What follows belongs to an exercise in optimizing a design on an open flow for small area; a production flow would make more cautious choices. Only simulation tests tie the RTL to the original design; equivalence was not proved. Power and IR drop assume default switching activity.

==> 09-23: inputs <==
// rob_top
module rob_top (
    input  logic        alu_broadcast,
    input  logic        rst,
    input  logic        dispatch_valid,
    input  logic [6:0]  dispatch_opcode,
    input  logic [2:0]  dispatch_funct3,
    input  logic [4:0]  dispatch_rd,
    input  logic [31:0] dispatch_pc,
    input  logic        dispatch_predicted_taken,
    input  logic        alu_wb_valid,
    input  logic [3:0]  alu_wb_tag,
    input  logic [31:0] alu_wb_value,
    input  logic [31:0] alu_wb_addr,
    input  logic        lsb_wb_valid,
    input  logic [3:0]  lsb_wb_tag,
    input  logic [31:0] lsb_wb_value,
    input  logic [31:0] lsb_wb_addr,
    input  logic        store_done,
    output logic        reg_commit_valid,
    output logic [4:0]  reg_commit_rd,
    output logic [3:0]  reg_commit_tag,
    output logic [31:0] reg_commit_value,
    output logic        store_req_valid,
    output logic [1:0]  store_req_size,
    output logic [31:0] store_req_addr,
    output logic [31:0] store_req_data,
    output logic        credit_return,
    output logic        redirect,
    output logic [31:0] redirect_pc
);
export LEC_CHECK = 0
export CAP_MARGIN = 20
export CORE_MARGIN = 2
export CORE_UTILIZATION = 35
export SLEW_MARGIN = 20
create_clock -name core_clock -period 5.0 [get_ports {alu_broadcast}]
standard.sh (not shown) runs the stock make flow with config.mk's settings and CLKGATE_MAP_FILE= SYNTH_SCRIPT=/design/flow/synth_recipe.tcl, a recipe that flattens the netlist after the stock synthesis.
==> flow/flow/run.sh <==
#!/bin/bash
# Own layout flow: the standard ORFS flow (standard.sh) with three changes
#  - ABC maps the logic for area (flow/area.script) instead of for delay;
#    registers are mapped before ABC runs, so they are the standard synthesis's
#  - port buffers are the smallest buffer instead of a delay cell
#  - CTS builds the tree from clkbuf_8 without dummy loads
# Each tool's output goes to its own log under orfs/logs; make's output to make_finish.log.
set -euo pipefail
W=$PWD
{
  head -n 1 synth_recipe.tcl
  cat <<'TCL'
proc abc {args} {
  set i [lsearch -exact $args -script]
  if { $i >= 0 } { lset args [expr {$i + 1}] $::env(AREA_ABC_SCRIPT) }
  yosys abc {*}$args
}
TCL
  tail -n +2 synth_recipe.tcl
} > "$W/area_synth.tcl"
export AREA_ABC_SCRIPT="$W/flow/area.script"
export BUFFER_PORTS_ARGS="-buffer_cell sky130_fd_sc_hd__buf_1"
export CTS_ARGS="-sink_clustering_enable -repair_clock_nets -dont_use_dummy_load -buf_list {sky130_fd_sc_hd__clkbuf_8}"
sed "s|SYNTH_SCRIPT=[^ ]*|SYNTH_SCRIPT=$W/area_synth.tcl|" standard.sh > "$W/area_standard.sh"
grep -q "SYNTH_SCRIPT=$W/area_synth.tcl" "$W/area_standard.sh"
bash "$W/area_standard.sh" > "$W/make_finish.log" 2>&1
test -f "$W/out/final.def"
==> flow/flow/area.script <==
&get -n
&st
&synch2
&dch
&nf -R 1000
&put
==> inputs of 06-15, as changes to 09-23 <==
--- a/flow/design.v
+++ b/flow/design.v
@@ -7,14 +7,13 @@
     input  logic [2:0]  dispatch_funct3,
     input  logic [4:0]  dispatch_rd,
     input  logic [31:0] dispatch_pc,
     input  logic        dispatch_predicted_taken,
     input  logic        flush,
     output logic [3:0]  alloc_tag,
-    output logic [1:0]  alloc_c,
-    output logic [5:0]  alloc_b,
+    output logic [5:0]  alloc_info,
     output logic [31:0] alloc_pc4
 );
     localparam logic [6:0] opc_store  = 7'b0100011;
     localparam logic [6:0] opc_branch = 7'b1100011;
     logic [3:0] tail;
     logic       is_st, is_br;
@@ -25,27 +24,33 @@
         end else if (dispatch_valid) begin
             tail <= tail + 4'd1;
         end
     end
     assign is_st = (dispatch_opcode == opc_store);
     assign is_br = (dispatch_opcode == opc_branch);
-    assign alloc_c = is_st ? {dispatch_funct3[1], !dispatch_funct3[1] && dispatch_funct3[0]}
-                           : 2'b11;
-    assign alloc_b = {is_br, dispatch_rd[4:2],
-                      is_br ? dispatch_predicted_taken : dispatch_rd[1],
-                      dispatch_rd[0]};
+    always_comb begin
+        alloc_info[5]   = is_st | is_br;
+        alloc_info[4]   = is_br | (!is_st && dispatch_rd[4]);
+        alloc_info[3:2] = dispatch_rd[3:2];
+        if (is_st) begin
+            alloc_info[1:0] = {dispatch_funct3[1], !dispatch_funct3[1] && dispatch_funct3[0]};
+        end else if (is_br) begin
+            alloc_info[1:0] = {1'b0, dispatch_predicted_taken};
+        end else begin
+            alloc_info[1:0] = dispatch_rd[1:0];
+        end
+    end
     assign alloc_pc4 = dispatch_pc + 32'd4;
 endmodule
 `timescale 1ns/1ps
 module rob_entry_table (
     input  logic        alu_broadcast,
     input  logic        rst,
     input  logic        alloc_we,
     input  logic [3:0]  alloc_tag,
-    input  logic [1:0]  alloc_c,
-    input  logic [5:0]  alloc_b,
+    input  logic [5:0]  alloc_info,
     input  logic [31:0] alloc_pc4,
     input  logic        alu_wb_valid,
     input  logic [3:0]  alu_wb_tag,
     input  logic [31:0] alu_wb_value,
     input  logic [31:0] alu_wb_addr,
     input  logic        lsb_wb_valid,
@@ -53,20 +58,20 @@
     input  logic [31:0] lsb_wb_value,
     input  logic [31:0] lsb_wb_addr,
     input  logic [3:0]  head_tag,
     input  logic        retire,
     input  logic        flush,
     output logic        head_ready,
-    output logic [1:0]  head_c,
+    output logic [5:0]  head_info,
     output logic [31:0] head_a,
     output logic [31:0] head_b
 );
     localparam int rob_depth = 16;
     logic [rob_depth-1:0]       rdy_w;
     logic [rob_depth-1:0]       br_w;
-    logic [rob_depth-1:0][1:0]  c_w;
+    logic [rob_depth-1:0][5:0]  info_w;
     logic [rob_depth-1:0][31:0] a_w;
     logic [rob_depth-1:0][31:0] b_w;
     logic [rob_depth-1:0] sel_head, sel_alloc, sel_alu, sel_lsb;
     logic        alu_is_br;
     logic [31:0] alu_bus;
     logic        alu_we_a;
@@ -80,79 +85,68 @@
             sel_alu[i]   = alu_wb_valid && (alu_wb_tag == 4'(i));
             sel_lsb[i]   = lsb_wb_valid && (lsb_wb_tag == 4'(i));
         end
     end
     always_comb begin
         head_ready = 1'b0;
-        head_c     = '0;
+        head_info  = '0;
         head_a     = '0;
         head_b     = '0;
         for (int i = 0; i < rob_depth; i++) begin
             head_ready = head_ready | (sel_head[i] & rdy_w[i]);
-            head_c     = head_c     | ({2{sel_head[i]}}  & c_w[i]);
+            head_info  = head_info  | ({6{sel_head[i]}}  & info_w[i]);
             head_a     = head_a     | ({32{sel_head[i]}} & a_w[i]);
             head_b     = head_b     | ({32{sel_head[i]}} & b_w[i]);
         end
     end
     for (genvar i = 0; i < rob_depth; i++) begin : g_slot
         logic        rdy;
-        logic [1:0]  c;
+        logic [5:0]  info;
         logic [31:0] a, b;
-        logic        is_st;
         logic        we_pc, we_alu, we_lsb, hold_a;
-        logic        we_b_lsb, we_b0_alu, hold_blo, hold_b0;
-        assign rdy_w[i] = rdy;
-        assign c_w[i]   = c;
-        assign a_w[i]   = a;
-        assign b_w[i]   = b;
-        assign is_st    = !(c[1] & c[0]);
-        assign br_w[i]  = !is_st & b[5];
+        assign rdy_w[i]  = rdy;
+        assign info_w[i] = info;
+        assign a_w[i]    = a;
+        assign b_w[i]    = b;
+        assign br_w[i]   = info[5] & info[4];
         assign we_pc  = sel_alloc[i];
         assign we_alu = sel_alu[i] & alu_we_a;
         assign we_lsb = sel_lsb[i];
         assign hold_a = !(we_pc | we_alu | we_lsb);
-        assign we_b_lsb  = sel_lsb[i] & is_st;
-        assign we_b0_alu = sel_alu[i] & alu_is_br;
-        assign hold_blo  = !(sel_alloc[i] | we_b_lsb);
-        assign hold_b0   = !(sel_alloc[i] | we_b_lsb | we_b0_alu);
         always_ff @(posedge alu_broadcast) begin
             if (rst || flush) begin
                 rdy <= 1'b0;
             end else if (sel_alu[i] || sel_lsb[i]) begin
                 rdy <= 1'b1;
             end else if (retire && sel_head[i]) begin
                 rdy <= 1'b0;
             end
         end
         always_ff @(posedge alu_broadcast) begin
             if (sel_alloc[i]) begin
-                c <= alloc_c;
+                info <= alloc_info;
             end
             a <= ({32{we_pc}}  & alloc_pc4)
                | ({32{we_alu}} & alu_bus)
                | ({32{we_lsb}} & lsb_wb_value)
                | ({32{hold_a}} & a);
-            if (we_b_lsb) begin
-                b[31:6] <= lsb_wb_addr[31:6];
+            if (sel_lsb[i]) begin
+                b[31:1] <= lsb_wb_addr[31:1];
             end
-            b[5:1] <= ({5{sel_alloc[i]}} & alloc_b[5:1])
-                    | ({5{we_b_lsb}}     & lsb_wb_addr[5:1])
-                    | ({5{hold_blo}}     & b[5:1]);
-            b[0]   <= (sel_alloc[i] & alloc_b[0])
-                    | (we_b_lsb & lsb_wb_addr[0])
-                    | (we_b0_alu & alu_wb_value[0])
-                    | (hold_b0 & b[0]);
+            b[0] <= (sel_lsb[i] & lsb_wb_addr[0])
+                  | (sel_alu[i] & alu_wb_value[0])
+                  | (!(sel_lsb[i] | sel_alu[i]) & b[0]);
         end
     end
 endmodule
 `timescale 1ns/1ps
 module rob_commit (
     input  logic        alu_broadcast,
     input  logic        rst,
     input  logic        head_ready,
-    input  logic [1:0]  head_c,
+    input  logic [5:0]  head_info,
     input  logic [31:0] head_a,
     input  logic [31:0] head_b,
     input  logic        store_done,
     output logic [3:0]  head_tag,
     output logic        retire,
     output logic        flush,
@@ -165,19 +159,19 @@
     output logic [31:0] store_req_addr,
     output logic [31:0] store_req_data,
     output logic        credit_return,
     output logic        redirect,
     output logic [31:0] redirect_pc
 );
-    logic        is_st, is_br, is_reg, mispredict;
-    logic [1:0]  out_c;
+    logic        is_reg, is_st, is_br, mispredict;
+    logic [4:0]  out_info;
     logic [31:0] out_a, out_b;
-    assign is_st      = !(head_c[1] & head_c[0]);
-    assign is_br      = !is_st & head_b[5];
-    assign is_reg     = !is_st & !head_b[5];
-    assign mispredict = is_br & (head_b[0] ^ head_b[1]);
+    assign is_reg     = !head_info[5];
+    assign is_st      = head_info[5] & !head_info[4];
+    assign is_br      = head_info[5] & head_info[4];
+    assign mispredict = is_br & (head_b[0] ^ head_info[0]);
     assign retire = head_ready && !store_req_valid && !redirect;
     assign flush  = redirect;
     always_ff @(posedge alu_broadcast) begin
         if (rst) begin
             head_tag         <= 4'd0;
             reg_commit_valid <= 1'b0;
@@ -199,21 +193,21 @@
                 store_req_valid <= 1'b0;
             end
         end
     end
     always_ff @(posedge alu_broadcast) begin
         if (retire) begin
-            out_c <= head_c;
-            out_a <= head_a;
-            out_b <= head_b;
+            out_info <= head_info[4:0];
+            out_a    <= head_a;
+            out_b    <= head_b;
         end
     end
-    assign reg_commit_rd    = out_b[4:0];
+    assign reg_commit_rd    = out_info;
     assign reg_commit_tag   = head_tag - 4'd1;
     assign reg_commit_value = out_a;
-    assign store_req_size   = out_c;
+    assign store_req_size   = out_info[1:0];
     assign store_req_addr   = out_b;
     assign store_req_data   = out_a;
     assign redirect_pc      = out_a;
 endmodule
 `timescale 1ns/1ps
 module rob_top (
@@ -244,17 +238,16 @@
     output logic [31:0] store_req_data,
     output logic        credit_return,
     output logic        redirect,
     output logic [31:0] redirect_pc
 );
     logic [3:0]  alloc_tag;
-    logic [1:0]  alloc_c;
-    logic [5:0]  alloc_b;
+    logic [5:0]  alloc_info;
     logic [31:0] alloc_pc4;
     logic        head_ready;
-    logic [1:0]  head_c;
+    logic [5:0]  head_info;
     logic [31:0] head_a;
     logic [31:0] head_b;
     logic [3:0]  head_tag;
     logic        retire;
     logic        flush;
     rob_dispatch u_dispatch (
@@ -265,23 +258,21 @@
         .dispatch_funct3          (dispatch_funct3),
         .dispatch_rd              (dispatch_rd),
         .dispatch_pc              (dispatch_pc),
         .dispatch_predicted_taken (dispatch_predicted_taken),
         .flush                    (flush),
         .alloc_tag                (alloc_tag),
-        .alloc_c                  (alloc_c),
-        .alloc_b                  (alloc_b),
+        .alloc_info               (alloc_info),
         .alloc_pc4                (alloc_pc4)
     );
     rob_entry_table u_entry_table (
         .alu_broadcast (alu_broadcast),
         .rst           (rst),
         .alloc_we      (dispatch_valid),
         .alloc_tag     (alloc_tag),
-        .alloc_c       (alloc_c),
-        .alloc_b       (alloc_b),
+        .alloc_info    (alloc_info),
         .alloc_pc4     (alloc_pc4),
         .alu_wb_valid  (alu_wb_valid),
         .alu_wb_tag    (alu_wb_tag),
         .alu_wb_value  (alu_wb_value),
         .alu_wb_addr   (alu_wb_addr),
         .lsb_wb_valid  (lsb_wb_valid),
@@ -289,21 +280,21 @@
         .lsb_wb_value  (lsb_wb_value),
         .lsb_wb_addr   (lsb_wb_addr),
         .head_tag      (head_tag),
         .retire        (retire),
         .flush         (flush),
         .head_ready    (head_ready),
-        .head_c        (head_c),
+        .head_info     (head_info),
         .head_a        (head_a),
         .head_b        (head_b)
     );
     rob_commit u_commit (
         .alu_broadcast    (alu_broadcast),
         .rst              (rst),
         .head_ready       (head_ready),
-        .head_c           (head_c),
+        .head_info        (head_info),
         .head_a           (head_a),
         .head_b           (head_b),
         .store_done       (store_done),
         .head_tag         (head_tag),
         .retire           (retire),
         .flush            (flush),
==> flow/run.sh (new file) <==
#!/bin/bash
# synth_recipe.tcl (not shown) runs the flow's synth.tcl, then flattens the netlist and writes it again
# the make line also repeats each setting of config.mk as NAME=value (left out here)
make -C /OpenROAD-flow-scripts/flow DESIGN_CONFIG=/design/flow/config.mk WORK_HOME=/design/flow/orfs CLKGATE_MAP_FILE= SYNTH_SCRIPT=/design/flow/synth_recipe.tcl finish
CORE_UTILIZATION = 40   (was 35)
removed: flow/flow/run.sh
removed: flow/flow/area.script
removed: flow/standard.sh
==> qor summary <==
| item | 09-23 | 06-15 |
|---|---|---|
| Clock buffer cells | 190 | 180 |
| Final Total Pwr | 21700 uW | 25300 uW |
| Leading cell type in the layout, fill and taps excluded | sky130_fd_sc_hd__nand2_1 | sky130_fd_sc_hd__edfxtp_1 |
| Non-clock buffer instance count of the final layout | 514 | 546 |
| Starting utilization of the core area | 35.4% | 40.4% |
| FMAX | 264 MHz | 251 MHz |
| Fraction of layout instances using a drive strength above 1 | 10.0% | 11.6% |
| Total power divided by cell area | 401 nW/um^2 | 416 nW/um^2 |
| Seq_cells | 1150 | 1217 |
| Timing startpoint of the critical path | u_commit.head_tag[0] | u_commit.head_tag[2] |
| Worst-case clock skew | 93.8 ps | 35.7 ps |
| Final GP Congestion | 0.942 | 0.902 |
| Number of multi-input combinational cells | 2832 | 2426 |
| Status | timing/DRC/antenna clean | timing/DRC/antenna clean |
| TritonCTS Sinks | 1150 | 1217 |
| Synthesized area per cell | 11.4 um^2 | 12.1 um^2 |
| Simple-gate portion of the synthesized area | 14.5% | 5.44% |
| Non-clock inverter count in the final layout | 26 | 28 |
| Total length of routed met3 wires | 29400 um | 34900 um |
| Xor/xnor cell area share of the yosys netlist | 0.639% | 0.619% |
| Most common flop cell mapped by yosys | sky130_fd_sc_hd__dfxtp_1 | sky130_fd_sc_hd__edfxtp_1 |
| Transition time at the pin with the least slew margin | 996 ps | 1220 ps |

==> afterwards: timing with drivers on the ports <==
Ports are ideal in the flow. The routed layouts listed here were re-timed in OpenROAD. Step 1 sets driving cells, clkbuf_16 on the clock port and buf_2 on the other inputs (assumed; they add their load-dependent delay and slew). Step 2 also shifts input and output timing later by t, the mid clock arrival at the registers, as if the neighbouring blocks saw the same clock. Three values: ideal ports, drivers, drivers and shift; two values: the first two.
| run | t, ns | setup WS [ns] | hold WS [ns] | worst data-port slew with drivers (ns) | pins driven straight from the clock port |
|---|---|---|---|---|---|
| 09-23 | 0.959 | 1.214 / 1.214 / 0.327 | 0.393 / 0.344 / 0.436 | 0.21 | 1 |
| 06-15 | 0.845 | 1.023 / 0.949 / 0.396 | 0.450 / 0.450 / 0.450 | 0.18 | 1 |
After both steps setup and hold are still met in every run listed. The setup slack of 09-23, which loses most, moves by 0.000 ns with the drivers and by -0.887 ns with both steps.
